This design comes from an exercise in tuning for small area and few clock cycles per item on the open sky130 flow, not from production work. At most, simulation tests tie the RTL to the original design; equivalence was not proved. The RTL of run 1 was laid out without a check of its function. Treat power and IR drop as tool artefacts here; the default activity estimate runs too high for this design.

## flow/design.v (module list and top-level ports; edited modules follow where they fit)
// module cmplx_round_sat: 19 lines
// module complex_mult_stream: 3547 lines
// module cm_fa: 10 lines
// module cm_ha: 9 lines
module complex_mult_stream
#(
  parameter int DIN_W  = cmplx_pkg::DIN_W_DEF,
  parameter int DOUT_W = cmplx_pkg::DOUT_W_DEF,
  parameter int SHIFT  = cmplx_pkg::SHIFT_DEF,
  parameter int TAG_W  = cmplx_pkg::TAG_W_DEF
) (
  input  logic                     i_clk,
  input  logic                     i_rst,
  input  logic                     i_valid,
  output logic                     o_ready,
  input  logic signed [DIN_W-1:0]  i_real_h,
  input  logic signed [DIN_W-1:0]  i_imag_h,
  input  logic signed [DIN_W-1:0]  i_real_y,
  input  logic signed [DIN_W-1:0]  i_imag_y,
  input  logic                     i_conj,
  input  logic [TAG_W-1:0]         i_tag,
  output logic                     o_valid,
  input  logic                     i_ready,
  output logic signed [DOUT_W-1:0] o_real,
  output logic signed [DOUT_W-1:0] o_imag,
  output logic [TAG_W-1:0]         o_tag,
  output logic                     o_ovf
);
  // ...
==> flow/run.sh <==
#!/bin/bash
# synth_recipe.tcl (not shown) runs the flow's synth.tcl, then flattens the netlist and writes it again
# the make line also repeats each setting of config.mk as NAME=value (left out here)
make -C /OpenROAD-flow-scripts/flow DESIGN_CONFIG=/design/flow/config.mk WORK_HOME=/design/flow/orfs CLKGATE_MAP_FILE= SYNTH_SCRIPT=/design/flow/synth_recipe.tcl finish
==> flow/config.mk <==
export PLATFORM = sky130hd
export DESIGN_NAME = complex_mult_stream
export DESIGN_NICKNAME = complex_mult_stream
export VERILOG_FILES = /design/flow/design.v
export SDC_FILE = /design/flow/constraint.sdc
export NUM_CORES = 4
export LEC_CHECK = 0
export ABC_AREA = 1
export CAP_MARGIN = 20
export CORE_MARGIN = 2
export CORE_UTILIZATION = 45
export GPL_TIMING_DRIVEN = 0
export PLACE_DENSITY = 0.65
export SETUP_SLACK_MARGIN = 0.15
export SLEW_MARGIN = 20
export SYNTH_HIERARCHICAL = 1
==> flow/constraint.sdc <==
create_clock -name core_clock -period 7.5 [get_ports {i_clk}]
set_input_delay 1.5000 -clock core_clock [delete_from_list [all_inputs] [get_ports {i_clk}]]
set_output_delay 1.5000 -clock core_clock [all_outputs]
set_load 0.01 [all_outputs]
==> run summary, run 1 <==
The run finished with no timing, DRC or antenna violations. Summing all multi-input logic gate instances after layout gives 23,200 sq um. The chip height was 236 um; the setup clock skew after layout was 9.44 ps. Setup repair after global routing could not meet its margin everywhere. For the TritonCTS sink count, the log shows 42. The internal reg-to-reg setup slack was 6230 ps. For this run, the leading register cell type out of synthesis is edfxtp_1.

The floorplan has 84 rows. The largest net degree at the start of global routing is 25. The clock network burns 0.5% of the power.

After the last flow step, the layout net total stands at 3,539. The initial core utilization came out at 45.7%. The met1 layer usage reported by global route was 55.8%; the area of all placed cells without fillers was 30,800 sq um.

The total number of cells along the worst setup path came out at 26. VDD sags by at most 5010 uV. The mux cell area share after synthesis came out at 0%. Peak fanout along the critical path: 10.

The largest registers in the layout are o_imag: 16 flops, o_real: 16 flops, o_tag: 8 flops. The most critical setup path has its endpoint at o_imag[10]. Top contributor to total power: combinational cells. After detailed routing, the wire length on met1 is 45.8 mm. In this run the worst setup path begins at i_imag_h[10]. In the routed design, unresolved DRC markers number 0. Before antenna repair, the detailed router went through 7 iterations. The number of tap cells inserted came out at 688.

Subtracting the final worst setup slack from the clock period gives 7350 ps. In this run the power density over the cells is 1570 nW/um^2. In the synthesized netlist, the cells that appear most often are xor2_1 (498), fa_1 (456), o22ai_1 (456). The xor-xnor portion of the synthesized cell area was 18.9%. For the post-synthesis sequential area ratio, the log shows 5.17%. After filler insertion, the fill cell instance count of the layout stands at 4,650. The clock network takes up 0.459% of total cell area after layout.

The tools report the number of diodes as 1. The number of enable flip-flop cells after synthesis was 41; the final cell count without fillers was 3,582. The buffering stage count on the worst path with inverters included is 6, and the critical path data required time is 7560 ps. The total instance count after detailed placement was 3,476; the power in combinational cells was 47.2 mW. For the number of global-route vias before repair, the log shows 23,800. The simple logic cell fraction of the synthesized area came out at 9.10%. The first-pass GRT wire length was 167 mm.
==> inputs of run 2 (changes only) <==
--- a/flow/design.v
+++ b/flow/design.v
@@ -80,17 +80,17 @@
   output logic signed [DOUT_W-1:0] o_imag,
   output logic [TAG_W-1:0]         o_tag,
   output logic                     o_ovf
 );
   logic        en;
   logic [15:0] a, b, c, d, dx, dn;
   logic [16:0] sab, sr, st;
   logic [32:0] re_a, re_b, im_a, im_b, re_x, im_x;
-  logic [15:0] rs_re, rs_im;
+  logic [17:0] q_re, q_im;
   logic        ovf_re, ovf_im;
   assign a = i_real_h;
   assign b = i_imag_h;
   assign c = i_real_y;
   assign d = i_imag_y;
   logic dco1;
   logic dct2;
   logic dcn3;
@@ -3578,36 +3578,36 @@
   assign aix1987 = aipp1840 ^ aig1969;
   assign aix1988 = aipp1841 ^ aig1970;
   assign aix1989 = aipp1842 ^ aig1971;
   assign aix1990 = aipp1843 ^ aig1972;
   assign aix1991 = aipp1844 ^ aig1973;
   assign aix1992 = aipp1845 ^ aig1974;
   assign re_x[32:15] = {arx1812, arx1811, arx1810, arx1809, arx1808, arx1807, arx1806, arx1805, arx1804, arx1803, arx1802, arx1801, arx1800, arx1799, arx1798, arx1797, arx1796, arx1795};
   assign im_x[32:15] = {aix1992, aix1991, aix1990, aix1989, aix1988, aix1987, aix1986, aix1985, aix1984, aix1983, aix1982, aix1981, aix1980, aix1979, aix1978, aix1977, aix1976, aix1975};
-  assign ovf_re = (re_x[32] != re_x[31]) | (re_x[31] != re_x[30]);
-  assign ovf_im = (im_x[32] != im_x[31]) | (im_x[31] != im_x[30]);
-  assign rs_re  = ovf_re ? {re_x[32], {15{~re_x[32]}}} : re_x[30:15];
-  assign rs_im  = ovf_im ? {im_x[32], {15{~im_x[32]}}} : im_x[30:15];
   assign en      = ~o_valid | i_ready;
   assign o_ready = en;
   always_ff @(posedge i_clk) begin
     if (i_rst)
       o_valid <= 1'b0;
     else if (en)
       o_valid <= i_valid;
   end
   always_ff @(posedge i_clk) begin
     if (en) begin
-      o_real <= rs_re;
-      o_imag <= rs_im;
-      o_tag  <= i_tag;
-      o_ovf  <= ovf_re | ovf_im;
+      q_re  <= re_x[32:15];
+      q_im  <= im_x[32:15];
+      o_tag <= i_tag;
     end
   end
+  assign ovf_re = (q_re[17] != q_re[16]) | (q_re[16] != q_re[15]);
+  assign ovf_im = (q_im[17] != q_im[16]) | (q_im[16] != q_im[15]);
+  assign o_real = ovf_re ? {q_re[17], {15{~q_re[17]}}} : q_re[15:0];
+  assign o_imag = ovf_im ? {q_im[17], {15{~q_im[17]}}} : q_im[15:0];
+  assign o_ovf  = ovf_re | ovf_im;
 endmodule
 module cm_fa (
   input  logic x,
   input  logic y,
   input  logic z,
   output logic s,
   output logic co
 );
==> flow/config.mk (replaced) <==
export PLATFORM = sky130hd
export DESIGN_NAME = complex_mult_stream
export DESIGN_NICKNAME = complex_mult_stream
export VERILOG_FILES = /design/flow/design.v
export SDC_FILE = /design/flow/constraint.sdc
export NUM_CORES = 4
export LEC_CHECK = 0
export ABC_AREA = 1
export CAP_MARGIN = 20
export CORE_MARGIN = 2
export CORE_UTILIZATION = 60
export PLACE_DENSITY = 0.75
export SLEW_MARGIN = 20
export SYNTH_HIERARCHICAL = 1
==> run 2 against run 1 <==
Final cell count is 5.9% lower. Combinational power is 26% lower. Synthesized area hardly changed. Global-route usage is 1.4 points higher. Utilization is 11 points higher. Worst hold slack better by 140 ps. Count of clock-buffer cells in the layout stayed put. Synthesized cell count is 1.1% higher. Critical path depth is 2 lower. Non-clock buffer count is 75 lower.
==> run summary, run 2 <==
The length of the first detailed-routing pass in iterations was 8 (+1); the critical path data required time was 7580 ps (+20 ps). The most common cell in the synthesized netlist is xor2_1. The post-synthesis sequential area ratio came out at 5.55% (+0.37 points). The run gives 136 mm (-18%) as the first-pass GRT wire length. Once routing completed, OpenROAD measured the worst setup slack at 189 ps. Mux cell area share after synthesis: 0% (unchanged).

TritonCTS built the clock tree. The count of unique library cells instantiated by Yosys was 34. Setup repair after global routing could not meet its margin everywhere. The share of flip-flops with an asynchronous set or reset was 0%. The number of buffers added to fix hold violations after cts is 0, and the initial core utilization is 60.8% (+15 points). Across the run, the number of max-cap violations was 0.

The logs give 0 for the total congestion overflow and 40.2 mm for the met2 wirelength from detailed routing. The uppermost signal routing layer after detailed routing is met4. The total instance count after detailed placement came out at 3,362 (-3.3%). The weighted congestion at the end of routability-driven global placement was 1.03.

The time the worst path needs with I/O delays and setup is 7310 ps (-36.0 ps), and the gate count of the mapped netlist is 2,703. The number of placement rows came out at 73 (-13%). The tightest min-delay check is of the reg -> reg type. The post-route met1 wirelength is 32.7 mm (-29%).

The internal reg-to-reg setup slack came out at 6070 ps (-160 ps). The run gives 27,200 sq um as the cell area reported after detailed placement. The tools report the setup clock skew after layout as 3.66 ps (-5.78 ps). At the pin with the least slew margin, the transition time is 782 ps.

The area of all placed cells without fillers was 27,400 sq um (-11%); the power per unit of standard cell area was 1350 nW/um^2 (-14%). Summing the areas of all fa, ha and maj instances in the mapped netlist gives 43.7% of the synthesized area. Summed over all instances, the cell type with the most area after synthesis is fa_1. The synthesized netlist devotes 15.5% of its cell area to compound gates.

For the via count, the log shows 22,500. Timing analysis after detailed placement gives a worst setup slack of -289 ps. In this run the static leakage power is 12.0 nW. Derived from the worst setup path, the maximum achievable clock frequency is 137 MHz. The number of global-route vias before repair is 23,600 (-0.64%), and the data arrival time of the critical path is 7390 ps. The worst hold path begins at o_valid. The source of the worst register-to-register timing path is o_valid. STA classifies the critical path startpoint as a primary input. Summing every instance area after synthesis gives 24,200 sq um. The TritonCTS sink count is 45 (+7.1%).

The tools report the end point of the most critical hold path as o_valid. The tools report the core box area as 39,700 sq um. The endpoint class of the critical path was a register. The tools report the sum of negative setup slack as 0 ps. Using the TritonRoute via totals, the vias-per-cell ratio works out to 6.67. The die covers 41,900 sq um. The dominant combinational cell family by area after synthesis was adder cells. The top cell type by area accounts for 37.8% of the synthesized area.

The flow ran to the end and the layout has no timing, DRC or antenna violations. After synthesis, the most frequently instantiated cells are xor2_1 (498), fa_1 (456), o22ai_1 (454). Dividing the synthesized area by the synthesized cell count gives 8.94 sq um. Leaving out fill and tap cells, the most frequent cells in the layout are xor2_1 (497), o22ai_1 (453), fa_1 (453). In the final layout, the registers with the most flip-flops are q_im: 18 flops, q_re: 18 flops, o_tag: 8 flops. The number of design-rule violations left by the first detailed-router iteration was 2,647; the cell depth of the worst flop-to-flop path was 2. The sequential cell area in the final layout was 1340 sq um; the total wire length after detailed routing was 88.7 mm. The later pin in the worst-skew pair is clocked with a latency of 330 ps. The number of remaining DRC errors was 0 (unchanged). The number of pins with negative max-slew slack in the final report was 0.

The logs give 69.0 mm for the half-perimeter wire length after placement and 3,371 (-5.9%) for the final cell count without fillers. The number of H-tree levels is 2, and the number of enable flip-flop cells after synthesis is 44 (+7.3%). The kind of critical path was in -> reg. Once detail routing completed, the nets flagged for antenna violations numbered 0. The cell sitting at the root of the clock tree is a clkbuf_16. 120 I/O pins were placed.

The total count of hold-check failures in the final report was 0; the worst hold path depth was 3. The overall power of the completed layout is 37.0 mW, and the post-synthesis register bit count is 45. For the clock tree buffer depth, the log shows 2. The peak fanout along the critical path was 17 (+7).

The endpoint of the most critical register-to-register path is q_im[2]. Setup violations remaining at the end of the flow were counted as 0. The run gives 3,492 (-1.3%) as the total number of nets in the final design. The library cell used most frequently in the layout, excluding fill and tap cells, is xor2_1. Measured against its own limit, the worst slew margin works out to 47.9%. Dominant synthesized flop cell: edfxtp_1. The number of diodes came out at 0 (-1). Largest vdd supply drop: 3930 uV (-22%). In the final layout, the share of cells above drive strength 1 is 12.0%. During synthesis, Yosys emitted a total of 7 warnings. The run gives 21,000 sq um (-9.4%) as the combined area of the multi-input logic cells. In the post-synthesis netlist, the biggest area contributors are fa_1 (38%), xor2_1 (18%), o22ai_1 (12%). In the detailed route, the total length drawn on met3 is 9.91 mm. The chip height is 205 um (-13%). Compared with the post-synthesis result, the final layout area differs by 13.5%. Dividing the final minimum period by the clock period gives 97.5%. After clock tree synthesis, the clock-pin slew on the worst setup and hold paths is 70 ps.

The largest net degree at the start of global routing was 46 (+84%); the xor-xnor portion of the synthesized cell area was 19.0% (+0.11 points). Buffers placed on the I/O ports in this run total 119. The run gives 3,121 (-33%) as the fill cell total of the finished layout. The CTS buffer count was 5; the die extent in x was 205 um.

Simple logic cell fraction of the synthesized area: 8.46% (-0.64 points). The tools report the number of antenna violations at the first check in global routing as 0. The number of nets in the synthesized netlist is 3,350. In the global route stage, overall resource usage came out at 43.3%. The detailed-route wire length per cell was 26.3 um.
[run 2: changes by cell type in the layout (fill, tap and decap cells not counted), moves of 43 or more]
cell             before  now
buf_4               113  234
nand3_1              87   33
fa_2                 49    3
o22ai_2              51    1
inv_1               107  163
nor2_1               61  124
clkbuf_8             45    0
nand2_1             214  333
o22ai_1             391  453
nand2_2              46    3
clkbuf_2             53    0
clkdlybuf4s50_1      58  108
fa_1                407  453
[run 2: modules after synthesis, one instance, submodules excluded]
module	cell area (sq um)	cells	times used
cm_fa	20.0	1	454
cm_ha	12.5	1	40
complex_mult_stream	14600	2209	1
[run 2: cell type report]
class | instances | area share (%)
Clock buffer | 5 | 0.456
Clock inverter | 3 | 0.0775
Inverter | 182 | 2.56
Multi-Input combinational cell | 2225 | 76.7
Sequential cell | 45 | 4.89
Tap cell | 525 | 2.39
Timing Repair Buffer | 385 | 12.9
Timing Repair inverter | 1 | 0.0274
[run 2: how the worst max path moves through the flow]
stage,start,to,slack [ps],cells past startpoint
6_report,i_real_y[10],q_re[13],190,24
3_5_place_dp,i_real_y[8],q_re[13],-290,24
3_3_place_gp,i_real_y[8],q_re[14],-110,22
5_1_grt,i_real_y[6],q_re[2],-10,23
2_1_floorplan,i_real_y[9],q_im[1],360,21
4_1_cts,i_real_y[8],q_re[13],80,24
[run 2: per-stage QoR]
stage                     util (%)  hold slack, ps
after CTS                     68.9            1090
after global routing          69.1            1130
after detailed placement      68.5            1070
after floorplan                  -            1520
after global placement        68.5            1040
final                         69.1            1050
[run 2: layer usage]
layer / vias to the layer above / track usage [%]
li1: 9336 / -
met1: 11000 / 55.3
met2: 1713 / 67.9
met3: 429 / 10.1
met4: 0 / 24.5
met5: - / 0.952
[run 2: kinds of logic (layout without fill, tap and decap cells)]
family                     Yosys count  count (layout)
DFF                                 45              45
xor gates and xnor gates           509             509
adders and majority gates          570             570
buffers and inverters              433             576
and+or+nand+nor                    521             521
AOI/OAI and AO/OA                  625             625
[run 2: power by group]
part           internal (mW)  switching (mW)
registers               1.68          0.0512
logic                   15.5            19.5
clock network          0.125           0.125
[run 2: worst max-delay path, stage by stage]
cell             delay (ps)
clkdlybuf4s50_1         510
nand2_1                 140
inv_1                    80
nor2_4                  140
inv_4                   110
buf_4                   150
o22ai_1                 170
xor2_1                  200
fa_1                    460
fa_1                    590
fa_1                    490
fa_1                    430
fa_1                    550
fa_1                    430
ha_1                    340
a21oi_1                 180
o21ai_0                 110
a21oi_1                 170
nand2_2                 110
buf_6                   170
nand2_1                  90
nand2_1                  60
nand2_1                  90
nand2_1                  80
[run 2: timing repair]
item                                    in CTS  in global routing
endpoints found under the setup margin       0                 34
resized for setup                            0                 23
buffers inserted                             0                  0
Testbench counts of run 2, summed over its fixed seeds: cycles 4,808, items 4,800.
==> inputs of run 3 (changes only) <==
==> flow/flow/run.sh (new file) <==
#!/bin/bash
# The standard layout (standard.sh), except that the port buffers that
# buffer_ports inserts are buf_2 cells rather than the resizer's default pick.
set -o pipefail
export BUFFER_PORTS_ARGS="-buffer_cell sky130_fd_sc_hd__buf_2"
bash standard.sh > standard.log 2>&1
==> flow/standard.sh (new file) <==
#!/bin/bash
# synth_recipe.tcl (not shown) runs the flow's synth.tcl, then flattens the netlist and writes it again
# the make line also repeats each setting of config.mk as NAME=value (left out here)
make -C /OpenROAD-flow-scripts/flow DESIGN_CONFIG=/design/flow/config.mk WORK_HOME=/design/flow/orfs CLKGATE_MAP_FILE= SYNTH_SCRIPT=/design/flow/synth_recipe.tcl "${@:-finish}"
--- a/flow/config.mk
+++ b/flow/config.mk
@@ -9,6 +9,6 @@
 export CAP_MARGIN = 20
 export CORE_MARGIN = 2
-export CORE_UTILIZATION = 60
-export PLACE_DENSITY = 0.75
+export CORE_UTILIZATION = 55
+export PLACE_DENSITY = 0.7
 export SLEW_MARGIN = 20
 export SYNTH_HIERARCHICAL = 1
removed: flow/run.sh
==> run 3 against run 2 <==
Still clean. Worst hold slack worse by 13 ps. Non-clock buffer count shrank 61. Utilization decreased by 8.0 points. Die area up 8.9%. Setup slack lost 54 ps. Sequential cell count is the same. Sequential share of layout area grew 0.19 points. Synthesized cell count is the same. Power is 5.9% lower. Largest power group unchanged.
==> run summary, run 3 <==
The flow ran to the end and the layout has no timing, DRC or antenna violations. Weighted congestion at the end of routability-driven global placement: 1.02 (-0.88%). The half-perimeter wire length after placement is 68.4 mm (-0.83%). The first-pass GRT wire length is 133 mm (-2.4%).

Mean cell area of the mapped netlist: 8.94 sq um (unchanged). The insertion delay of the later-clocked pin in the worst-skew pair is 330 ps (about the same), and the chip height is 214 um (+4.4%). The internal power summed over all cells was 15.8 mW (-8.2%); the detailed-route wire length per cell was 25.9 um (-1.6%).

For the initial core utilization, the log shows 55.9% (-5.0 points). The leading cell type in the layout, fill and taps excluded is xor2_1. The part of the total power dissipated in combinational logic was 94.3% (-0.3 points). In the synthesized netlist, the cells that appear most often are xor2_1 (498), fa_1 (456), o22ai_1 (454).

The logs give 120 (unchanged) for the number of ports placed on the die boundary and 5.55% (unchanged) for the post-synthesis sequential area ratio. The number of enable flip-flop cells after synthesis was 44 (unchanged). The post-synthesis register bit count came out at 45 (unchanged).

The switching power as a share of total power is 54.5% (+1.1 points). TritonCTS built the clock tree. The pre-CTS setup slack is 55.2 ps (+344 ps). The power per unit of standard cell area was 1320 nW/um^2 (-2.2%); the count of unique library cells instantiated by Yosys was 34 (unchanged). Via count: 21,600 (-4.0%). The post-cts sizing count is 0 (unchanged). Relative to the synthesized area, the layout overhead comes to 9.28%.

Dominant synthesized flop cell: edfxtp_1. The run gives 8 (unchanged) as the length of the first detailed-routing pass in iterations. Slew at the pin closest to its max-slew limit: 864 ps (+82.1 ps). The cell area after technology mapping is 24,200 sq um (unchanged). The run gives 0 (unchanged) as the number of max-capacitance violations reported. The clock tree buffer depth came out at 2 (unchanged).

For the core box area, the log shows 43,300 sq um (+8.9%). The worst hold path belongs to the class reg -> reg. The clock share of power was 0.8% (about the same); the count of input and output buffers was 119 (unchanged).

Sorting the synthesized cells by area gives the leading types as fa_1 (38%), xor2_1 (18%), o22ai_1 (12%). The run gives 45 (unchanged) as the TritonCTS sink count. The switching power total came out at 19.0 mW (-3.9%).

The time the worst path needs with I/O delays and setup is 7370 ps (+54.3 ps), and the least setup slack across all paths after layout is 135 ps (-54.3 ps). The run gives 0 (unchanged) as the remaining number of nets flagged by the antenna check after routing. The worst setup path is launched from a primary input. Number of design-rule violations left by the first detailed-router iteration: 2,419 (-8.6%).

The total number of yosys warnings is 7 (unchanged). The number of placement rows was 76 (+4.1%). The logs give 11.7 nW (-2.6%) for the leakage component of the power and 39.4% (-3.9 points) for the all-layer global routing usage. The part of the total power dissipated in sequential elements is 4.9% (+0.2 points), and the critical path data required time is 7570 ps (about the same). The kind of critical path was in -> reg. The number of pins with negative max-slew slack in the final report was 0 (unchanged); the largest vdd supply drop was 3930 uV (+0.13%). The logs give 0 (unchanged) for the setup-violating endpoint count in the final report and 47 (+2.2%) for the largest net degree at the start of global routing.

The data arrival time of the critical path was 7440 ps (+50 ps); the maximum clock frequency was 136 MHz (-0.74%). The overall power of the completed layout is 34.8 mW (-5.9%), and the post-CTS repair timing setup buffer count is 0 (unchanged). The gate count of the mapped netlist came out at 2,703 (unchanged).

In the layout the commonest cells are xor2_1 (498), fa_1 (456), o22ai_1 (454). The total count of hold-check failures in the final report is 0 (unchanged). The tools report the number of remaining DRC errors as 0 (unchanged).

The clock-pin slew of the registers on the worst-case setup and hold paths came out at 80 ps (about the same). The tools report the total wire length after detailed routing as 87.3 mm (-1.6%). The period utilization is 98.2% (+0.72 points), and the number of global-route vias before repair is 22,500 (-4.9%). The synthesized design spends more area on one cell type than any other, namely fa_1.

The number of vias per cell came out at 6.40 (-4.0%). Area share of the largest cell type after synthesis: 37.8% (unchanged). The sum of negative setup slack came out at 0 ps (unchanged). The total congestion overflow came out at 0 (unchanged).

Setup repair after global routing left no endpoint under its margin. The tools report the overall die area as 45,600 sq um (+8.9%). The largest registers in the layout are q_im: 18 flops, q_re: 18 flops, o_tag: 8 flops. Yosys instantiated no cell more often than xor2_1. The synthesized net count is 3,350 (unchanged), and the total number of nets in the final design is 3,430 (-1.8%). The peak fanout along the critical path works out to 20 (+3). Endpoint class of the critical path: a register. The tools report the number of buffers added to fix hold violations after cts as 0 (unchanged). The CTS buffer count came out at 5 (unchanged). The number of antenna violations at the first check in global routing is 2 (+2), and the share of flip-flops with an asynchronous set or reset is 0% (unchanged). The number of H-tree levels was 2 (unchanged); the fraction of final layout cells sized beyond drive strength 1 was 13.5% (+1.5 points).

The die extent in x came out at 214 um (+4.4%). The worst-case headroom to the max-slew limit was 42.4% (-5.5 points). The setup clock skew after layout is 13.0 ps (+9.36 ps). The tree is rooted in a clkbuf_16. The hold slack was 1030 ps (-13.1 ps).
==> run 3: cell types whose count changed in the layout (fill, tap and decap cells not counted), moves of 3 or more <==
cell	before	now
nand2_2	3	0
clkdlybuf4s50_1	108	0
buf_12	31	26
fa_1	453	456
fa_2	3	0
buf_2	9	119
buf_4	234	179
nor2_1	124	128
==> run 3: per-layer routing <==
layer / up-vias / share of wire, % / global-route usage (%)
met5: - / 0.0092 / 0
met4: 2 / 5.6 / 20.3
met3: 305 / 11 / 10.3
met2: 1435 / 45 / 61.0
met1: 10600 / 38 / 51.3
li1: 9215 / - / -
==> run 3: kinds of logic after synthesis <==
family                     synth area share, %
and+or+nand+nor                           8.46
DFF                                       5.55
buffers and inverters                     7.83
xor gates and xnor gates                  19.0
AOI/OAI and AO/OA                         15.5
adders and majority gates                 43.7
==> run 3: worst paths after layout <==
check	startpoint	depth (start not counted)	end	slack, ps
max reg2reg	o_valid	1	q_re[0]	6270
min reg2reg	o_valid	2	o_valid	1030
min	o_valid	2	o_valid	1030
max	i_real_y[1]	21	q_re[2]	130
==> run 3: through the flow <==
| step | util [%] | instances | area [sq um] |
|---|---|---|---|
| 3_5_place_dp | 60.6 | 3361 | 26200 |
| 6_report | 61.0 | 3370 | 26400 |
| 5_1_grt | 61.0 | 3369 | 26400 |
| 4_1_cts | 61.0 | 3369 | 26400 |
| 3_3_place_gp | 60.6 | 3361 | 26200 |
| 2_1_floorplan | - | 2703 | 24200 |
==> run 3: final cells by class <==
| class | instances | area, sq um |
|---|---|---|
| multi-input combinational | 2225 | 21000 |
| inverter | 182 | 701 |
| fill | 3710 | 16900 |
| tap | 585 | 732 |
| clock inverter | 3 | 47.5 |
| clock buffer | 5 | 125 |
| sequential | 45 | 1340 |
| timing repair buffer | 324 | 2460 |
| antenna | 1 | 2.50 |
==> run 3: power by group through the flow <==
stage | clock network, mW | logic (mW) | registers, mW
finish | 0.285 | 32.8 | 1.72
global route | 0.301 | 37.4 | 1.70
CTS | 0.300 | 32.7 | 1.71
detailed placement | 0 | 32.5 | 1.72
global placement | 0 | 31.2 | 1.71
floorplan | 0 | 22.9 | 1.74
==> run 3: worst max-delay path, stage by stage <==
cell and delay (ps):
buf_2 160, nor2_1 240, inv_1 120, nand2_1 280
buf_4 340, o22ai_1 140, xor2_1 190, fa_1 610
fa_1 470, fa_1 440, fa_1 570, fa_1 430
ha_1 300, a21oi_1 60, o21ai_0 590, buf_4 230
a21oi_1 60, nand2_1 110, inv_1 60, fa_1 370
xnor2_1 140
==> run 3: Yosys stat by module (local to each module, per instance) <==
module | copies in the design | cell area, sq um | flip-flops and latches | cells inside
complex_mult_stream | 1 | 14600 | 45 | 2209
cm_fa | 454 | 20.0 | 0 | 1
cm_ha | 40 | 12.5 | 0 | 1
==> inputs of run 4 (changes only) <==
--- a/flow/config.mk
+++ b/flow/config.mk
@@ -9,6 +9,6 @@
 export CAP_MARGIN = 20
 export CORE_MARGIN = 2
-export CORE_UTILIZATION = 55
-export PLACE_DENSITY = 0.7
+export CORE_UTILIZATION = 60
+export PLACE_DENSITY = 0.75
 export SLEW_MARGIN = 20
 export SYNTH_HIERARCHICAL = 1
==> run 4 against run 3 <==
Still clean on timing, DRC and antenna. Count of clock-buffer cells in the layout stayed put. Combinational power is 5% lower. Power is 4.9% lower. Via count is 0.75% higher. Setup slack better by 150 ps. Cell area is 0.93% lower. Sequential power hardly changed. Die area is 8.2% lower. Critical path depth is 1 higher. Sequential share of layout area hardly changed. Sequential cell count stayed put. Critical path type unchanged. Critical endpoint is now q_im[10]. Largest power group unchanged.
==> run summary, run 4 <==
The run finished with no timing, DRC or antenna violations. The leading cell type in the layout, fill and taps excluded was xor2_1. The run gives 139 MHz (+2.1%) as the maximum clock frequency. The CTS buffer count was 5 (unchanged); the area growth from synthesis to final layout was 8.27%. The clock tree buffer depth was 2 (unchanged).

In the final layout, the registers with the most flip-flops are q_im: 18 flops, q_re: 18 flops, o_tag: 8 flops. For the number of remaining DRC errors, the log shows 0 (unchanged). The total instance count after detailed placement was 3,284 (-2.3%); the fill cell total of the finished layout was 3,304 (-11%). The setup clock skew after layout was 6.98 ps (-6.04 ps).

The buffering stage count on the worst path with inverters included works out to 3 (-2). The time the worst path needs with I/O delays and setup is 7220 ps (-149 ps), and the combined area of the multi-input logic cells is 21,000 sq um (about the same). STA classifies the critical path startpoint as a primary input. The run gives 1340 sq um (unchanged) as the sequential cell area in the final layout.

The overall power of the completed layout is 33.1 mW (-4.9%). The slew at the pin closest to its max-slew limit came out at 774 ps (-90.4 ps). The tools report the total congestion overflow as 0 (unchanged). The peak per-stage delay on the critical path is 560 ps (-50 ps), and the clock-pin slew of the registers on the worst-case setup and hold paths is 70 ps (about the same). The mean cell area of the mapped netlist was 8.94 sq um (unchanged).

The weighted congestion at the end of routability-driven global placement was 1.05 (+2.7%); the period utilization was 96.2% (-2.0 points). The detailed-route wire length per cell works out to 25.9 um (-0.14%). For the remaining number of nets flagged by the antenna check after routing, the log shows 0 (unchanged). The path class of the tightest hold or removal check is reg -> reg. The run gives 21,700 (+0.75%) as the via count.

The TritonCTS sink count is 45 (unchanged). The critical path data required time is 7580 ps (about the same), and the number of placement rows is 73 (-3.9%). The chip height works out to 205 um (-4.2%). In the synthesized netlist, the cells that appear most often are xor2_1 (498), fa_1 (456), o22ai_1 (454). The number of design-rule violations left by the first detailed-router iteration is 2,592 (+7.2%). The insertion delay of the later-clocked pin in the worst-skew pair came out at 330 ps (about the same). The number of antenna violations at the first check in global routing is 1 (-1), and the least setup slack across all paths after layout is 284 ps (+149 ps). The logs give 0 (unchanged) for the setup-violating endpoint count in the final report and 24,200 sq um (unchanged) for the cell area after technology mapping. For the number of global-route vias before repair, the log shows 23,000 (+2.3%).

The cell type with the highest occurrence count on the critical path was fa_1. The logs give 7 (unchanged) for the total number of yosys warnings and 47 (unchanged) for the largest net degree at the start of global routing. The gate count of the mapped netlist was 2,703 (unchanged). The worst setup path is captured at a register. The power per unit of standard cell area was 1260 nW/um^2 (-4.0%); the number of buffers added to fix hold violations after cts was 0 (unchanged). The synthesized net count is 3,350 (unchanged), and the all-layer global routing usage is 41.8% (+2.3 points).

The die extent in x was 205 um (-4.2%); the number of pins with negative max-slew slack in the final report was 0 (unchanged). The length of the first detailed-routing pass in iterations came out at 7 (-1). The pre-CTS setup slack came out at -57.8 ps (-113 ps). The slowest stage of the critical path belongs to the cell fa_1. Ranked by total cell area, the synthesized netlist is headed by fa_1 (38%), xor2_1 (18%), o22ai_1 (12%). The number of enable flip-flop cells after synthesis works out to 44 (unchanged).

The initial core utilization was 60.8% (+5.0 points); the total count of hold-check failures in the final report was 0 (unchanged). The count of input and output buffers works out to 119 (unchanged). For the leakage component of the power, the log shows 11.6 nW (-0.94%). Walking the worst path, the cells encountered are buf_2 -> nor2_1 -> nor2_1 -> inv_2 -> buf_4 -> o22ai_1 -> xor2_1 -> fa_1 -> fa_1 -> fa_1 -> fa_1 -> fa_1 -> fa_1 -> ha_1 -> a21oi_1 -> o21ai_1 -> nand2_1 -> nand2_1 -> a21oi_1 -> nand2_1 -> nand2_1 -> nand2_1. TritonCTS built the clock tree. The first-pass GRT wire length was 132 mm (-1.2%). For the count of unique library cells instantiated by Yosys, the log shows 34 (unchanged). The number of H-tree levels is 2 (unchanged).

The tree is rooted in a clkbuf_16. The final cell count without fillers is 3,293 (-2.3%). The overall die area was 41,900 sq um (-8.2%); the area share of the largest cell type after synthesis was 37.8% (unchanged).

The run gives 5.55% (unchanged) as the post-synthesis sequential area ratio. The number of max-capacitance violations reported is 0 (unchanged). The tools report the largest vdd supply drop as 3450 uV (-12%). Leaving out fill and tap cells, the most frequent cells in the layout are xor2_1 (498), fa_1 (456), o22ai_1 (454).

The fraction of final layout cells sized beyond drive strength 1 is 13.0% (-0.42 points). In the synthesized netlist the dominant register cell turns out to be edfxtp_1. The data arrival time of the critical path was 7300 ps (-140 ps). The half-perimeter wire length after placement is 66.2 mm (-3.3%), and the post-synthesis register bit count is 45 (unchanged). For the total wire length after detailed routing, the log shows 85.2 mm (-2.4%).

The cell type with the largest total area after synthesis is fa_1. The tools report the worst-case headroom to the max-slew limit as 48.4% (+6.0 points). The share of flip-flops with an asynchronous set or reset works out to 0% (unchanged). Cell family contributing the most delay on the critical path: adder cells. The number of ports placed on the die boundary was 120 (unchanged); the total number of nets in the final design was 3,413 (-0.50%).

The critical path is of the in -> reg type. The most common cell in the synthesized netlist was xor2_1. The core box area is 39,700 sq um (-8.2%). The peak fanout along the critical path is 11 (-45%), and the number of vias per cell is 6.60 (+3.1%).
run 4: modules after synthesis (local to each module, per instance):
module,copies in the design,cell area (sq um)
cm_fa,454,20.0
cm_ha,40,12.5
complex_mult_stream,1,14600
run 4: cell families (layout without fill, tap and decap cells):
family / Yosys count / after routing / synth area share, %
other: 0 / 1 / 0
AOI/OAI and AO/OA: 625 / 625 / 15.5
adders and majority gates: 570 / 570 / 43.7
and+or+nand+nor: 521 / 521 / 8.46
xor gates and xnor gates: 509 / 509 / 19.0
buffers and inverters: 433 / 497 / 7.83
DFF: 45 / 45 / 5.55
run 4: layout make-up:
class	instances	area share, %
clock buffers	5	0.478
multi-input cells	2225	80.3
well taps	525	2.51
clock inverters	3	0.0813
flip-flops and latches	45	5.13
repair buffers	307	8.82
inverters	182	2.69
diodes	1	0.00956
run 4: layer usage:
| metal | global-route usage, % | vias to the layer above | part of all wire [%] |
|---|---|---|---|
| li1 | - | 9187 | - |
| met1 | 53.4 | 10600 | 37 |
| met2 | 66.1 | 1572 | 46 |
| met3 | 9.72 | 353 | 11 |
| met4 | 22.1 | 0 | 6.1 |
| met5 | 0 | - | 0 |
run 4: worst min-delay path, stage by stage, from the launching register on:
cell,delay [ps]
dfxtp_1,340
nand2_2,50
buf_4,290
run 4: stage by stage:
step	util, %	hold slack (ps)	TNS [ps]	area (sq um)
after floorplan	-	1520	0	24200
after global placement	65.4	891	0	26000
after detailed placement	65.4	942	-151	26000
after CTS	65.8	953	0	26100
after global routing	65.9	1000	-14.7	26200
final	65.9	925	0	26200
run 4: timing repair:
item | in CTS | in global routing
endpoints found under the setup margin | 0 | 10
buffers inserted | 0 | 0
resized for setup | 0 | 5
run 4: worst paths after layout:
kind | from | end | slack (ps) | cells past startpoint
max | i_real_y[7] | q_im[10] | 280 | 22
min | o_valid | q_re[0] | 920 | 2
max reg2reg | o_valid | q_im[1] | 6180 | 2
min reg2reg | o_valid | q_re[0] | 920 | 2
run 4: report_power, final:
part	internal (mW)	switching, mW
clock network	0.125	0.125
logic	12.9	18.2
registers	1.65	0.0456
total	14.7	18.4
==> inputs of run 5 (changes only) <==
--- a/flow/config.mk
+++ b/flow/config.mk
@@ -7,8 +7,8 @@
 export LEC_CHECK = 0
 export ABC_AREA = 1
-export CAP_MARGIN = 20
+export CAP_MARGIN = 5
 export CORE_MARGIN = 2
 export CORE_UTILIZATION = 60
 export PLACE_DENSITY = 0.75
-export SLEW_MARGIN = 20
+export SLEW_MARGIN = 5
 export SYNTH_HIERARCHICAL = 1
==> run 5 against run 4 <==
Die area is the same. Synthesized area is the same. Critical path type unchanged. Largest cell class unchanged. Still clean. Final cell count is the same. Register-to-register slack is essentially flat. Count of clock-buffer cells in the layout is the same. Fmax is the same.
==> run summary, run 5 <==
The run finished with no timing, DRC or antenna violations. The logs give 65.9% (unchanged) for the utilization of the core after routing and 47 (unchanged) for the largest net degree at the start of global routing. The post-CTS repair timing setup buffer count came out at 0 (unchanged). The setup-violating endpoint count in the final report is 0 (unchanged), and the clock-pin slew of the registers on the worst-case setup and hold paths is 70 ps (about the same). The worst setup path is captured at a register.

By startpoint and endpoint, the worst setup path is classified as in -> reg. Hold path startpoint: o_valid. The logs give 7 (unchanged) for the total number of yosys warnings and 3,304 (unchanged) for the fill cell total of the finished layout.

The cell area reported after detailed placement was 26,000 sq um (unchanged). The cell depth of the worst flop-to-flop path came out at 2 (unchanged). For the total number of nets in the final design, the log shows 3,413 (unchanged). The top cell types in the final layout, fill and taps aside, are xor2_1 (498), fa_1 (456), o22ai_1 (454). The insertion delay of the later-clocked pin in the worst-skew pair was 330 ps (about the same); the area share of the largest cell type after synthesis was 37.8% (unchanged).

The total congestion overflow was 0 (unchanged); the synthesized net count was 3,350 (unchanged). The initial core utilization is 60.8% (unchanged). The run gives 11.6 nW (unchanged) as the leakage component of the power.

The half-perimeter wire length after placement was 66.2 mm (unchanged). Peak per-stage delay on the critical path: 560 ps (about the same). The largest registers in the layout are q_im: 18 flops, q_re: 18 flops, o_tag: 8 flops. The total instance count after detailed placement is 3,284 (unchanged), and the number of H-tree levels is 2 (unchanged). For the total count of hold-check failures in the final report, the log shows 0 (unchanged). The share of flip-flops with an asynchronous set or reset is 0% (unchanged), and the number of remaining DRC errors is 0 (unchanged). Clock tree buffer depth: 2 (unchanged). The gate count of the mapped netlist was 2,703 (unchanged); the number of antenna violations at the first check in global routing was 1 (unchanged). Among cell families on the critical path, the largest total delay comes from adder cells. The tools report the largest vdd supply drop as 3450 uV (unchanged).

The signal on the critical path passes through buf_2 -> nor2_1 -> nor2_1 -> inv_2 -> buf_4 -> o22ai_1 -> xor2_1 -> fa_1 -> fa_1 -> fa_1 -> fa_1 -> fa_1 -> fa_1 -> ha_1 -> a21oi_1 -> o21ai_1 -> nand2_1 -> nand2_1 -> a21oi_1 -> nand2_1 -> nand2_1 -> nand2_1. The area growth from synthesis to final layout works out to 8.27% (unchanged). The count of input and output buffers was 119 (unchanged); the number of vias per cell was 6.60 (unchanged).

The tools report the post-synthesis sequential area ratio as 5.55% (unchanged). Summed over all instances, the cell type with the most area after synthesis is fa_1. The number of buffers added to fix hold violations after cts was 0 (unchanged); the setup clock skew after layout was 6.98 ps (unchanged). The number of global-route vias before repair is 23,000 (unchanged).

The chip height works out to 205 um (unchanged). The run gives 0 (unchanged) as the number of pins with negative max-slew slack in the final report. The internal reg-to-reg setup slack is 6180 ps (about the same), and the core box area is 39,700 sq um (unchanged). Worst hold path depth: 2 (unchanged). Fraction of final layout cells sized beyond drive strength 1: 13.0% (unchanged). The critical path data required time is 7580 ps (about the same), and the detailed-route wire length per cell is 25.9 um (unchanged). The worst min-delay path category was reg -> reg.

The hold slack was 925 ps (unchanged). The via count was 21,700 (unchanged); the overall die area was 41,900 sq um (unchanged). The tools report the area of all placed cells without fillers as 26,200 sq um (unchanged). The slew at the pin closest to its max-slew limit came out at 774 ps (unchanged).

Cell at the root of the clock tree: clkbuf_16. The most common cell in the synthesized netlist is xor2_1. The TritonCTS sink count is 45 (unchanged), and the time the worst path needs with I/O delays and setup is 7220 ps (unchanged). The die extent in x was 205 um (unchanged); the number of max-capacitance violations reported was 0 (unchanged). The power per unit of standard cell area is 1260 nW/um^2 (unchanged), and the peak fanout along the critical path is 11 (unchanged). Startpoint kind of the worst setup timing path: a primary input. For the post-cts sizing count, the log shows 0 (unchanged). The combined area of the multi-input logic cells is 21,000 sq um (unchanged). The remaining number of nets flagged by the antenna check after routing is 0 (unchanged). The number of design-rule violations left by the first detailed-router iteration is 2,592 (unchanged). After synthesis, the most frequently instantiated cells are xor2_1 (498), fa_1 (456), o22ai_1 (454). The run gives 1.05 (unchanged) as the weighted congestion at the end of routability-driven global placement. The run gives 139 MHz (unchanged) as the maximum clock frequency. For the CTS buffer count, the log shows 5 (unchanged). The source of the worst register-to-register timing path was o_valid. The cell type with the highest occurrence count on the critical path was fa_1. The number of enable flip-flop cells after synthesis was 44 (unchanged).

The period utilization came out at 96.2% (unchanged). The first-pass GRT wire length was 132 mm (unchanged). The post-synthesis register bit count came out at 45 (unchanged). Endpoint of the most critical register-to-register path: q_im[1]. Leading cell type in the layout, fill and taps excluded: xor2_1. The slowest stage of the critical path is the fa_1 cell. The all-layer global routing usage was 41.8% (unchanged). Final cell count without fillers: 3,293 (unchanged). The buffering stage count on the worst path with inverters included works out to 3 (unchanged). Yosys attributes the largest share of cell area to fa_1 (38%), xor2_1 (18%), o22ai_1 (12%). Number of placement rows: 73 (unchanged). The sequential cell area in the final layout is 1340 sq um (unchanged), and the mean cell area of the mapped netlist is 8.94 sq um (unchanged). Length of the first detailed-routing pass in iterations: 7 (unchanged). The dominant synthesized flop cell is edfxtp_1. The run gives 34 (unchanged) as the count of unique library cells instantiated by Yosys. The run gives 120 (unchanged) as the number of ports placed on the die boundary. TritonCTS built the clock tree. The worst-case headroom to the max-slew limit is 48.4% (unchanged). The worst hold path terminates at q_re[0]. The total wire length after detailed routing was 85.2 mm (unchanged). The data arrival time of the critical path was 7300 ps (about the same); the cell area after technology mapping was 24,200 sq um (unchanged).
## run 5: cell counts after synthesis
Identical to the previous run, type by type.
## run 5: through the flow
| step | setup TNS, ps | setup slack (ps) | total power, mW |
|---|---|---|---|
| final | 0 | 284 | 33.1 |
| after global routing | -14.7 | -14.7 | 37.6 |
| after CTS | 0 | 279 | 33.0 |
| after detailed placement | -151 | -57.8 | 32.5 |
| after global placement | 0 | 92.4 | 31.3 |
| after floorplan | 0 | 355 | 24.7 |
## run 5: final cells by class
type                       count  share of cell area, %
multi-input combinational   2225                   80.3
clock inverter                 3                 0.0813
inverter                     182                   2.69
tap                          525                   2.51
sequential                    45                   5.13
timing repair buffer         307                   8.82
clock buffer                   5                  0.478
antenna                        1                0.00956
## run 5: worst max-delay path by stage
stage                      startpoint  endpoint  slack [ps]  cells after the start
after global placement    i_real_y[7]   q_re[2]          90                     21
final                     i_real_y[7]  q_im[10]         280                     22
after global routing      i_real_y[7]  q_re[12]         -10                     23
after CTS                 i_real_y[7]  q_re[14]         280                     20
after floorplan           i_real_y[9]   q_im[1]         360                     21
after detailed placement  i_real_y[7]  q_re[14]         -60                     20
## run 5: cell families (layout without fill, tap and decap cells)
group                    after synthesis  after routing  synth area share, %
buffers and inverters                433            497                 7.83
AO/OA/AOI/OAI                        625            625                 15.5
other                                  0              1                    0
XOR/XNOR                             509            509                 19.0
AND/OR/NAND/NOR                      521            521                 8.46
adder cells (fa/ha/maj)              570            570                 43.7
flip-flops                            45             45                 5.55
## run 5: routing by layer
layer	GRT usage, %	vias to the layer above	routed length, um
met4	22.1	0	5170
met3	9.72	353	9440
met5	0	-	0
met1	53.4	10600	31400
met2	66.1	1572	39200
li1	-	9187	-
## run 5: per-module statistics from Yosys, one instance, submodules excluded
module               flops+latches  times used  cells  cell area, sq um
complex_mult_stream             45           1   2209             14600
cm_fa                            0         454      1              20.0
cm_ha                            0          40      1              12.5
## run 5: where the power goes
| part | total, mW | internal [mW] | switching, mW | leakage, nW |
|---|---|---|---|---|
| sequential | 1.70 | 1.65 | 0.0456 | 0.467 |
| clock | 0.250 | 0.125 | 0.125 | 0.0702 |
| combinational | 31.1 | 12.9 | 18.2 | 11.1 |
| total | 33.1 | 14.7 | 18.4 | 11.6 |
## run 5: worst reg2reg max path: stages (launching register included)
cell and delay [ps]:
dfxtp_1 320, nand2_2 60, buf_4 500
==> inputs of run 6 (changes only) <==
==> flow/flow/run.sh (replaced) <==
#!/bin/bash
# The standard layout (standard.sh), except that the port buffers that
# buffer_ports inserts are buf_1 cells rather than the resizer's default pick.
set -o pipefail
export BUFFER_PORTS_ARGS="-buffer_cell sky130_fd_sc_hd__buf_1"
bash standard.sh > standard.log 2>&1
--- a/flow/config.mk
+++ b/flow/config.mk
@@ -7,8 +7,8 @@
 export LEC_CHECK = 0
 export ABC_AREA = 1
-export CAP_MARGIN = 5
+export CAP_MARGIN = 0
 export CORE_MARGIN = 2
 export CORE_UTILIZATION = 60
 export PLACE_DENSITY = 0.75
-export SLEW_MARGIN = 5
+export SLEW_MARGIN = 0
 export SYNTH_HIERARCHICAL = 1
==> run 6 against run 5 <==
Still clean on timing, DRC and antenna. Synthesized cell count unchanged. Combinational power about the same. Power increased by 0.75%. Worst hold slack got worse by 5.1 ps. Fmax about the same. Die area unchanged. Synthesized area unchanged. Register-to-register slack improved by 30 ps. Critical endpoint is now q_re[16]. Largest cell class unchanged.
==> run summary, run 6 <==
Counting instances in the post-synthesis netlist gives the leading cell types as xor2_1 (498), fa_1 (456), o22ai_1 (454). The run gives 2,584 (-0.31%) as the number of design-rule violations left by the first detailed-router iteration. The run gives 3020 uV (-13%) as the largest vdd supply drop. The data arrival time of the critical path was 7290 ps (about the same). The cell area after technology mapping came out at 24,200 sq um (unchanged).

The die extent in x was 205 um (unchanged); the half-perimeter wire length after placement was 64.7 mm (-2.2%). The tools report the total number of nets in the final design as 3,399 (-0.41%). The post-synthesis sequential area ratio came out at 5.55% (unchanged). Leaving out fill and tap cells, the most frequent cell in the layout is xor2_1. Number of H-tree levels: 2 (unchanged).

The tools report the all-layer global routing usage as 41.6% (-0.20 points). The combined area of the multi-input logic cells came out at 21,000 sq um (about the same). The run gives 1340 sq um (unchanged) as the sequential cell area in the final layout. The run finished with no timing, DRC or antenna violations. The setup clock skew after layout was 7.44 ps (+0.457 ps); the area share of the largest cell type after synthesis was 37.8% (unchanged). The fraction of final layout cells sized beyond drive strength 1 came out at 8.75% (-4.3 points). The number of antenna violations at the first check in global routing was 1 (unchanged). The count of unique library cells instantiated by Yosys is 34 (unchanged), and the number of enable flip-flop cells after synthesis is 44 (unchanged).

TritonCTS built the clock tree. The number of global-route vias before repair was 23,200 (+0.96%); the maximum clock frequency was 139 MHz (about the same). In the final layout, the registers with the most flip-flops are q_im: 18 flops, q_re: 18 flops, o_tag: 8 flops. The mean cell area of the mapped netlist came out at 8.94 sq um (unchanged). The power per unit of standard cell area was 1280 nW/um^2 (+1.4%); the number of placement rows was 73 (unchanged). Setup repair after global routing could not meet its margin everywhere.

In the synthesized netlist the dominant register cell turns out to be edfxtp_1. Cell at the root of the clock tree: clkbuf_16. The run gives 1.04 (-1.2%) as the weighted congestion at the end of routability-driven global placement. Yosys attributes the largest share of cell area to fa_1 (38%), xor2_1 (18%), o22ai_1 (12%).

Utilization of the core after routing: 65.4% (-0.43 points). Yosys instantiated no cell more often than xor2_1. The sum of negative setup slack came out at 0 ps (unchanged).

Worst-case headroom to the max-slew limit: 20.2% (-28 points). The share of flip-flops with an asynchronous set or reset was 0% (unchanged); the insertion delay of the later-clocked pin in the worst-skew pair was 330 ps (about the same). Gate count of the mapped netlist: 2,703 (unchanged). The logs give 49 (+4.3%) for the largest net degree at the start of global routing and 3,328 (+0.73%) for the fill cell total of the finished layout. The run gives 5 (unchanged) as the CTS buffer count. The run gives 132 mm (about the same) as the first-pass GRT wire length.

The logs give 22,100 (+1.7%) for the via count and 41,900 sq um (unchanged) for the overall die area. The area growth from synthesis to layout is 7.55%. The leakage component of the power was 11.3 nW (-2.9%). The run gives 3,270 (-0.43%) as the total instance count after detailed placement.

Worst min-delay path category: reg -> reg. The total number of yosys warnings is 7 (unchanged), and the remaining number of nets flagged by the antenna check after routing is 0 (unchanged). The logs give 6 (-1) for the length of the first detailed-routing pass in iterations and 0 (unchanged) for the number of max-capacitance violations reported. The cell type with the largest total area after synthesis is fa_1.

Time the worst path needs with I/O delays and setup: 7210 ps (-2.19 ps). The worst setup path is captured at a register. Chip height: 205 um (unchanged). The overall power of the completed layout is 33.3 mW (+0.75%), and the number of remaining DRC errors is 0 (unchanged).

The logs give 7580 ps (about the same) for the critical path data required time and 3,350 (unchanged) for the synthesized net count. The run gives 0 (unchanged) as the setup-violating endpoint count in the final report. The critical path is of the in -> reg type.

The peak fanout along the critical path is 19 (+8), and the total wire length after detailed routing is 85.0 mm (-0.19%). The post-synthesis register bit count was 45 (unchanged). The worst setup path is launched from a primary input. Detailed-route wire length per cell: 25.9 um (+0.23%). The run gives 0 (unchanged) as the number of pins with negative max-slew slack in the final report.

The period utilization is 96.2% (about the same). The top cell types in the final layout, fill and taps aside, are xor2_1 (498), fa_1 (456), o22ai_1 (454). The total count of hold-check failures in the final report came out at 0 (unchanged).

The logs give 2 (unchanged) for the clock tree buffer depth and 0 (unchanged) for the total congestion overflow. The final cell count without fillers was 3,279 (-0.43%). The clock-pin slew of the registers on the worst-case setup and hold paths is 70 ps (about the same), and the core box area is 39,700 sq um (unchanged). The slew at the pin closest to its max-slew limit came out at 1190 ps (+416 ps).

TritonCTS sink count: 45 (unchanged). The count of input and output buffers is 119 (unchanged), and the number of ports placed on the die boundary is 120 (unchanged). The number of vias per cell works out to 6.74 (+2.2%).

The initial core utilization is 60.8% (unchanged).
[run 6: cell counts after synthesis]
No cell type changed its count.
[run 6: final cells by class]
| class | count | share of cell area [%] |
|---|---|---|
| Clock inverter | 3 | 0.0818 |
| Sequential cell | 45 | 5.16 |
| Inverter | 182 | 2.71 |
| Tap cell | 525 | 2.53 |
| Timing Repair Buffer | 293 | 8.18 |
| Clock buffer | 5 | 0.481 |
| Multi-Input combinational cell | 2225 | 80.8 |
| Antenna cell | 1 | 0.00963 |
[run 6: worst paths after layout]
| path | slack, ps | start | cells after the start | endpoint |
|---|---|---|---|---|
| worst max-delay path | 290 | i_real_y[7] | 23 | q_re[16] |
| worst min-delay path | 920 | o_valid | 2 | q_re[0] |
| worst max register to register | 6210 | o_valid | 2 | q_im[1] |
| worst min register to register | 920 | o_valid | 2 | q_re[0] |
[run 6: kinds of logic after synthesis]
logic type                 count (synthesis)  share of synthesized area [%]
AOI/OAI and AO/OA                        625                           15.5
and+or+nand+nor                          521                           8.46
adders and majority gates                570                           43.7
xor gates and xnor gates                 509                           19.0
DFF                                       45                           5.55
buffers and inverters                    433                           7.83
[run 6: timing repair]
action | 4_1_cts | 5_1_grt
buffers inserted | 0 | 0
setup endpoints to repair | 1 | 17
gates resized for setup | 1 | 8
hold buffers | 0 | 0
[run 6: critical path, stage by stage]
cell      delay (ps)
clkbuf_2         210
nand2_1          140
inv_1             60
nor2_1           180
inv_1             80
buf_4            220
o22ai_1          210
xor2_1           230
fa_1             490
fa_1             620
fa_1             490
fa_1             460
fa_1             460
fa_1             430
ha_1             360
a21oi_2          240
o21ai_2          150
nand2_1           80
nand2_1          210
a21oi_1          260
nand2_1           80
nand2_1           60
nand2_1           50
[run 6: per-module statistics from Yosys (local to each module, per instance)]
module	cell area [sq um]	flops+latches	cells inside
cm_fa	20.0	0	1
cm_ha	12.5	0	1
complex_mult_stream	14600	45	2209
[run 6: per-layer routing]
layer  up-vias  GRT usage, %  part of all wire [%]
met5         -             0                     0
met4         0          21.1                   6.0
met3       431          12.2                    13
met2      1775          65.1                    45
met1     10800          52.4                    36
li1       9145             -                     -
[run 6: power breakdown]
group	internal [mW]	switching (mW)	total [mW]
clock	0.125	0.116	0.241
combinational	12.4	19.0	31.4
sequential	1.67	0.0464	1.72
[run 6: stage by stage]
step	setup slack [ps]	hold slack, ps	area [sq um]
floorplan	355	1520	24200
global placement	-161	900	25800
detailed placement	-269	941	25800
CTS	121	942	26000
global route	-5.36	992	26000
finish	286	920	26000
==> inputs of run 7 (changes only) <==
--- a/flow/config.mk
+++ b/flow/config.mk
@@ -7,8 +7,8 @@
 export LEC_CHECK = 0
 export ABC_AREA = 1
-export CAP_MARGIN = 0
+export CAP_MARGIN = 20
 export CORE_MARGIN = 2
 export CORE_UTILIZATION = 60
-export PLACE_DENSITY = 0.75
-export SLEW_MARGIN = 0
+export PLACE_DENSITY = 0.7
+export SLEW_MARGIN = 20
 export SYNTH_HIERARCHICAL = 1
==> run 7 against run 6 <==
Critical path depth fell by 2. Setup slack got worse by 33 ps. Critical path type unchanged. Clock skew barely moved. Largest cell class unchanged. Utilization rose by 0.39 points. Final cell count rose by 0.67%. Power rose by 0.79%. Still clean.
==> run summary, run 7 <==
The flow ran to the end and the layout has no timing, DRC or antenna violations. The total instance count after detailed placement came out at 3,292 (+0.67%). The post-cts sizing count is 0 (-1).

The setup clock skew after layout was 7.48 ps (+0.0396 ps); the worst hold path depth was 3 (+1). The peak fanout along the critical path works out to 25 (+6). The weighted congestion at the end of routability-driven global placement is 1.01 (-3.0%), and the via count is 21,900 (-1.0%). The power per unit of standard cell area was 1290 nW/um^2 (+0.19%); the number of vias per cell was 6.63 (-1.7%). The die extent in x came out at 205 um (unchanged).

The worst hold path belongs to the class reg -> reg. The first-pass GRT wire length is 133 mm (+1.3%), and the internal power summed over all cells is 14.8 mW (+4.1%). For the area of all placed cells without fillers, the log shows 26,200 sq um (+0.60%). The run gives 253 ps (-33.1 ps) as the least setup slack across all paths after layout. The post-CTS repair timing setup buffer count is 0 (unchanged), and the post-synthesis register bit count is 45 (unchanged).

For the cell area reported after detailed placement, the log shows 26,000 sq um (+0.69%). The remaining number of nets flagged by the antenna check after routing is 0 (unchanged). The library cells used most frequently in the layout, excluding fill and tap cells, are xor2_1 (498), fa_1 (456), o22ai_1 (454). By count the netlist is led by xor2_1 (498), fa_1 (456), o22ai_1 (454). The number of H-tree levels is 2 (unchanged).

The maximum clock frequency was 138 MHz (-0.46%). The tools report the end point of the most critical hold path as o_valid. The tools report the gate count of the mapped netlist as 2,703 (unchanged). After synthesis, the cell types taking the most area are fa_1 (38%), xor2_1 (18%), o22ai_1 (12%). The hold slack is 920 ps (+0.463 ps), and the insertion delay of the later-clocked pin in the worst-skew pair is 340 ps (about the same). The switching power total came out at 18.8 mW (-1.7%).

The tools report the total number of nets in the final design as 3,421 (+0.65%). The number of global-route vias before repair is 22,500 (-3.1%), and the largest vdd supply drop is 4450 uV (+48%). Leaving out fill and tap cells, the most frequent cell in the layout is xor2_1.

Setup repair after global routing left no endpoint under its margin. The startpoint kind of the worst setup timing path is a primary input. The kind of critical path is in -> reg. The pre-CTS setup slack was -29.6 ps (+239 ps); the number of remaining DRC errors was 0 (unchanged). The largest net degree at the start of global routing was 47 (-4.1%); the final cell count without fillers was 3,301 (+0.67%). The critical path goes through buf_1 -> nor2_1 -> buf_4 -> o21ai_2 -> buf_12 -> o22ai_1 -> xor2_1 -> fa_1 -> fa_1 -> fa_1 -> fa_1 -> fa_1 -> fa_1 -> ha_1 -> nand2_1 -> o21ai_1 -> nand2_1 -> nand2_1 -> a21oi_1 -> nand3_1 -> nand2_1. The run gives 7610 ps (+30 ps) as the critical path data required time. In this run the most critical hold path is launched from o_valid. For the part of the total power dissipated in combinational logic, the log shows 94.1% (about the same).

The tools report the source of the worst register-to-register timing path as o_valid. The data arrival time of the critical path is 7350 ps (+60 ps). The synthesized net count is 3,350 (unchanged), and the length of the first detailed-routing pass in iterations is 6 (unchanged). The number of pins with negative max-slew slack in the final report is 0 (unchanged). For the total wire length after detailed routing, the log shows 87.6 mm (+3.0%).

The total number of yosys warnings came out at 7 (unchanged). The clock tree buffer depth is 2 (unchanged), and the share of flip-flops with an asynchronous set or reset is 0% (unchanged). The internal reg-to-reg setup slack was 6180 ps (-30 ps).

The logs give 0 ps (unchanged) for the sum of negative setup slack and 0 (unchanged) for the setup-violating endpoint count in the final report. The cell type with the highest occurrence count on the critical path is fa_1. The tools report the cell area after technology mapping as 24,200 sq um (unchanged). The largest registers in the layout are q_im: 18 flops, q_re: 18 flops, o_tag: 8 flops. The period utilization works out to 96.6% (+0.44 points). Time the worst path needs with I/O delays and setup: 7250 ps (+33.1 ps). STA classifies the critical path endpoint as a register. Count of unique library cells instantiated by Yosys: 34 (unchanged). The logs give 2,461 (-4.8%) for the number of design-rule violations left by the first detailed-router iteration and 41,900 sq um (unchanged) for the overall die area. For the number of buffers added to fix hold violations after cts, the log shows 0 (unchanged). For the total congestion overflow, the log shows 0 (unchanged). In the synthesized netlist the dominant register cell turns out to be edfxtp_1.

The cell type with the largest total area after synthesis is fa_1. By instance count, the leading cell after synthesis is xor2_1. The logs give 68.5 mm (+5.8%) for the half-perimeter wire length after placement and 11.4 nW (+0.98%) for the leakage component of the power.

The switching power as a share of total power is 55.9% (-1.4 points). The chip height was 205 um (unchanged). Cell at the root of the clock tree: clkbuf_16. Initial core utilization: 60.8% (unchanged).

The peak per-stage delay on the critical path works out to 610 ps (about the same). The tools report the worst-case headroom to the max-slew limit as 54.8% (+35 points). The tools report the TritonCTS sink count as 45 (unchanged). The cell depth of the worst flop-to-flop path was 2 (unchanged). The area share of the largest cell type after synthesis is 37.8% (unchanged).

The number of max-capacitance violations reported is 0 (unchanged). Fraction of final layout cells sized beyond drive strength 1: 9.26% (+0.51 points). The number of enable flip-flop cells after synthesis works out to 44 (unchanged). The total count of hold-check failures in the final report came out at 0 (unchanged).

TritonCTS built the clock tree. The clock share of power came out at 0.8% (about the same). The overall power of the completed layout is 33.6 mW (+0.79%), and the mean cell area of the mapped netlist is 8.94 sq um (unchanged). Number of ports placed on the die boundary: 120 (unchanged). The detailed-route wire length per cell is 26.5 um (+2.3%), and the core box area is 39,700 sq um (unchanged).

CTS buffer count: 5 (unchanged). The number of antenna violations at the first check in global routing came out at 1 (unchanged). The clock-pin slew of the registers on the worst-case setup and hold paths was 80 ps (about the same). The run gives 5.55% (unchanged) as the post-synthesis sequential area ratio.

The part of the total power dissipated in sequential elements is 5.1% (about the same), and the number of placement rows is 73 (unchanged). Count of input and output buffers: 119 (unchanged). In this run the critical register-to-register path is captured at q_im[0].

The area growth from synthesis to layout is 8.20%. The tools report the utilization of the core after routing as 65.8% (+0.39 points). The slowest stage of the critical path belongs to the cell fa_1.

The all-layer global routing usage was 42.8% (+1.2 points); the slew at the pin closest to its max-slew limit was 678 ps (-511 ps).
==> run 7: changes by cell type in the layout (fill, tap and decap cells not counted), sizes merged <==
cell	delta
buf	+22
clkinv	-1
inv	+1
==> run 7: how the worst max path moves through the flow <==
stage                            start  endpoint  slack [ps]  depth (start not counted)
after global placement    i_real_y[12]  q_re[13]         140                         21
final                     i_real_y[12]  q_re[14]         250                         21
after CTS                  i_real_y[3]  q_re[14]         340                         23
after detailed placement   i_real_y[3]  q_re[14]         -30                         22
after global routing       i_real_y[3]  q_re[14]          20                         21
after floorplan            i_real_y[9]   q_im[1]         360                         21
==> run 7: cells by family after synthesis <==
group	count (synthesis)	synth area share, %
simple gates	521	8.46
xor+xnor	509	19.0
flops	45	5.55
compound gates	625	15.5
buf+inv	433	7.83
fa+ha+maj	570	43.7
==> run 7: metal layers <==
| layer | up-vias | part of all wire [%] | track usage [%] |
|---|---|---|---|
| met5 | - | 0.011 | 0 |
| met4 | 2 | 5.6 | 22.1 |
| met3 | 323 | 11 | 10.2 |
| met2 | 1604 | 45 | 66.4 |
| met1 | 10800 | 38 | 55.9 |
| li1 | 9193 | - | - |
==> run 7: modules after synthesis (local to each module, per instance) <==
| module | area (sq um) | times used | cells inside | flip-flops and latches |
|---|---|---|---|---|
| cm_ha | 12.5 | 40 | 1 | 0 |
| cm_fa | 20.0 | 454 | 1 | 0 |
| complex_mult_stream | 14600 | 1 | 2209 | 45 |
==> run 7: layout make-up <==
cell class,count,area (sq um)
antenna,1,2.50
timing repair buffer,315,2300
clock buffer,5,125
inverter,182,701
sequential,45,1340
clock inverter,3,25.0
fill,3424,13600
tap,525,657
multi-input combinational,2225,21000
==> run 7: power by group through the flow <==
stage	sequential, mW	combinational [mW]	clock (mW)
2_1_floorplan	1.74	22.9	0
3_3_place_gp	1.73	29.9	0
3_5_place_dp	1.74	31.4	0
4_1_cts	1.73	31.5	0.267
5_1_grt	1.72	35.9	0.269
6_report	1.72	31.6	0.261
==> run 7: critical path, delay by kind of cell <==
family,cells,cell delay (ps)
AO/OA/AOI/OAI,4,1070
XOR/XNOR,1,180
adder cells (fa/ha/maj),7,3250
AND/OR/NAND/NOR,6,740
buffers and inverters,3,600
==> inputs of run 8 (changes only) <==
--- a/flow/config.mk
+++ b/flow/config.mk
@@ -10,5 +10,5 @@
 export CORE_MARGIN = 2
 export CORE_UTILIZATION = 60
-export PLACE_DENSITY = 0.7
+export PLACE_DENSITY = 0.75
 export SLEW_MARGIN = 20
 export SYNTH_HIERARCHICAL = 1
==> run 8 against run 7 <==
Routed wire length down 3.2%. Combinational power down 2%. Synthesized cell count unchanged. Die area unchanged. Setup slack worse by 25 ps. Final cell count down 0.58%. Worst hold slack better by 6.6 ps. Critical endpoint is now q_re[2]. Via count up 0.51%. Still clean on timing, DRC and antenna. Global-route usage down 1.2 points. Non-clock buffer count down 21.
==> run summary, run 8 <==
The sequential cell area in the final layout is 1340 sq um (unchanged). The largest registers in the layout are q_im: 18 flops, q_re: 18 flops, o_tag: 8 flops. The run finished with no timing, DRC or antenna violations. The number of design-rule violations left by the first detailed-router iteration is 2,612 (+6.1%), and the largest vdd supply drop is 3090 uV (-31%). The part of the total power dissipated in combinational logic is 94.1% (about the same), and the setup-violating endpoint count in the final report is 0 (unchanged). The tools report the total number of yosys warnings as 7 (unchanged).

The critical path in this run is classified as in -> reg. The clock tree buffer depth is 2 (unchanged). The share of flip-flops with an asynchronous set or reset was 0% (unchanged). Source of the worst register-to-register timing path: o_valid. The detailed-route wire length per cell was 25.8 um (-2.7%).

The area share of the largest cell type after synthesis came out at 37.8% (unchanged). The logs give 24,200 sq um (unchanged) for the cell area after technology mapping and 2 (+1) for the number of antenna violations at the first check in global routing. Clock-pin slew of the registers on the worst-case setup and hold paths: 70 ps (about the same). The tools report the initial core utilization as 60.8% (unchanged). The combined area of the multi-input logic cells is 21,000 sq um (+0.19%), and the switching power as a share of total power is 56.7% (+0.81 points). The total count of hold-check failures in the final report was 0 (unchanged). The least setup slack across all paths after layout was 229 ps (-24.7 ps); the part of the total power dissipated in sequential elements was 5.2% (about the same). STA classifies the critical path endpoint as a register.

The most common cell in the synthesized netlist is xor2_1. The run gives 3,271 (-0.64%) as the total instance count after detailed placement. The count of unique library cells instantiated by Yosys was 34 (unchanged). The cell type with the largest total area after synthesis is fa_1. Post-synthesis sequential area ratio: 5.55% (unchanged). Utilization of the core after routing: 65.5% (-0.31 points). The tools report the hold path startpoint as o_valid. The count of input and output buffers works out to 119 (unchanged). The all-layer global routing usage was 41.6% (-1.2 points). The first-pass GRT wire length is 132 mm (-1.0%), and the weighted congestion at the end of routability-driven global placement is 1.04 (+3.1%).

The logs give 32.9 mW (-2.2%) for the overall power of the completed layout and 927 ps (+6.60 ps) for the hold slack. Insertion delay of the later-clocked pin in the worst-skew pair: 330 ps (about the same). The maximum clock frequency was 138 MHz (-0.34%). For the number of placement rows, the log shows 73 (unchanged). The period utilization came out at 97.0% (+0.33 points). After synthesis, the largest family of logic cells by area is adder cells. The area growth from synthesis to final layout works out to 7.68%. By area the synthesized netlist is led by fa_1 (38%), xor2_1 (18%), o22ai_1 (12%).

The tools report the worst-case headroom to the max-slew limit as 56.6% (+1.8 points). The TritonCTS sink count was 45 (unchanged). Number of pins with negative max-slew slack in the final report: 0 (unchanged).

The die extent in x was 205 um (unchanged); the remaining number of nets flagged by the antenna check after routing was 0 (unchanged).
[run 8: cell families (layout without fill, tap and decap cells)]
kind of cell	Yosys count	count (layout)
AOI/OAI and AO/OA	625	625
xor gates and xnor gates	509	509
adders and majority gates	570	570
buffers and inverters	433	484
DFF	45	45
other	0	3
and+or+nand+nor	521	521
[run 8: power groups by stage]
stage / clock, mW / sequential, mW / combinational, mW
2_1_floorplan: 0 / 1.74 / 22.9
3_3_place_gp: 0 / 1.70 / 28.8
3_5_place_dp: 0 / 1.70 / 30.0
4_1_cts: 0.248 / 1.69 / 30.3
5_1_grt: 0.252 / 1.69 / 35.5
6_report: 0.243 / 1.70 / 30.9
[run 8: final cells by class]
type	count	area share, %
timing repair buffer	294	8.20
inverter	182	2.71
tap	525	2.52
clock buffer	5	0.481
sequential	45	5.15
clock inverter	3	0.0817
antenna	3	0.0288
multi-input combinational	2225	80.8
[run 8: metal layers]
layer | track usage (%) | vias up | part of all wire, % | wire length (um)
met5 | 0 | - | 0 | 0
met4 | 21.4 | 0 | 6.1 | 5190
met3 | 11.6 | 414 | 13 | 11000
met2 | 64.7 | 1809 | 45 | 37900
met1 | 53.3 | 10600 | 36 | 30700
li1 | - | 9157 | - | -
[run 8: timing repair]
action | 4_1_cts | 5_1_grt
gates resized for setup | 0 | 11
setup buffers | 0 | 0
endpoints found under the hold margin | 0 | 0
setup endpoints to repair | 0 | 27
[run 8: critical path: stages]
cell and delay (ps):
clkbuf_2 220, nand2_1 150, inv_1 70, nor2_1 190, inv_1 100, buf_4 230, o22ai_1 210, xor2_1 240
fa_1 480, fa_1 610, fa_1 480, fa_1 460, fa_1 520, fa_1 540, ha_4 320, inv_1 50
nor3_1 180, nand2_1 70, nand2_1 130, inv_1 70, fa_1 380, xnor2_1 140
[run 8: Yosys stat by module, one instance, submodules excluded]
module | cells inside | area, sq um | flops+latches | copies in the design
complex_mult_stream | 2209 | 14600 | 45 | 1
cm_fa | 1 | 20.0 | 0 | 454
cm_ha | 1 | 12.5 | 0 | 40
[run 8: path summary, 6_finish.rpt]
path                            endpoint  slack [ps]  cells past startpoint
worst max-delay path             q_re[2]         230                     22
worst min-delay path             q_re[0]         930                      2
worst max register to register   q_im[1]        6210                      2
worst min register to register   q_re[0]         930                      2

port drivers added, routing unchanged:
No port has a modelled driver above. Below, the same layouts with a new extraction and two added sets of constraints. Step 1 sets driving cells, clkbuf_16 on the clock port and buf_2 on the other inputs (assumed; they add their load-dependent delay and slew). Step 2 times the ports against the registers' clock, not the clock port: input delays grow and output delays shrink by t, the midpoint of the rising clock arrivals with the driver on. a / b / c = no drivers / after step 1 / after step 2; a / b = the first two.
run	t (ns)	setup slack, ns
run 1	0.338	0.153 / 0.168 / -0.170
run 2	0.386	0.189 / 0.223 / -0.163
run 3	0.390	0.135 / 0.176 / -0.213
run 4	0.381	0.284 / 0.281 / -0.100
run 5	0.381	0.284 / 0.281 / -0.100
run 6	0.377	0.286 / 0.274 / -0.103
run 7	0.397	0.253 / 0.191 / -0.206
run 8	0.381	0.229 / 0.224 / -0.157
With both steps, setup timing fails in every run listed, where it was met with ideal ports.
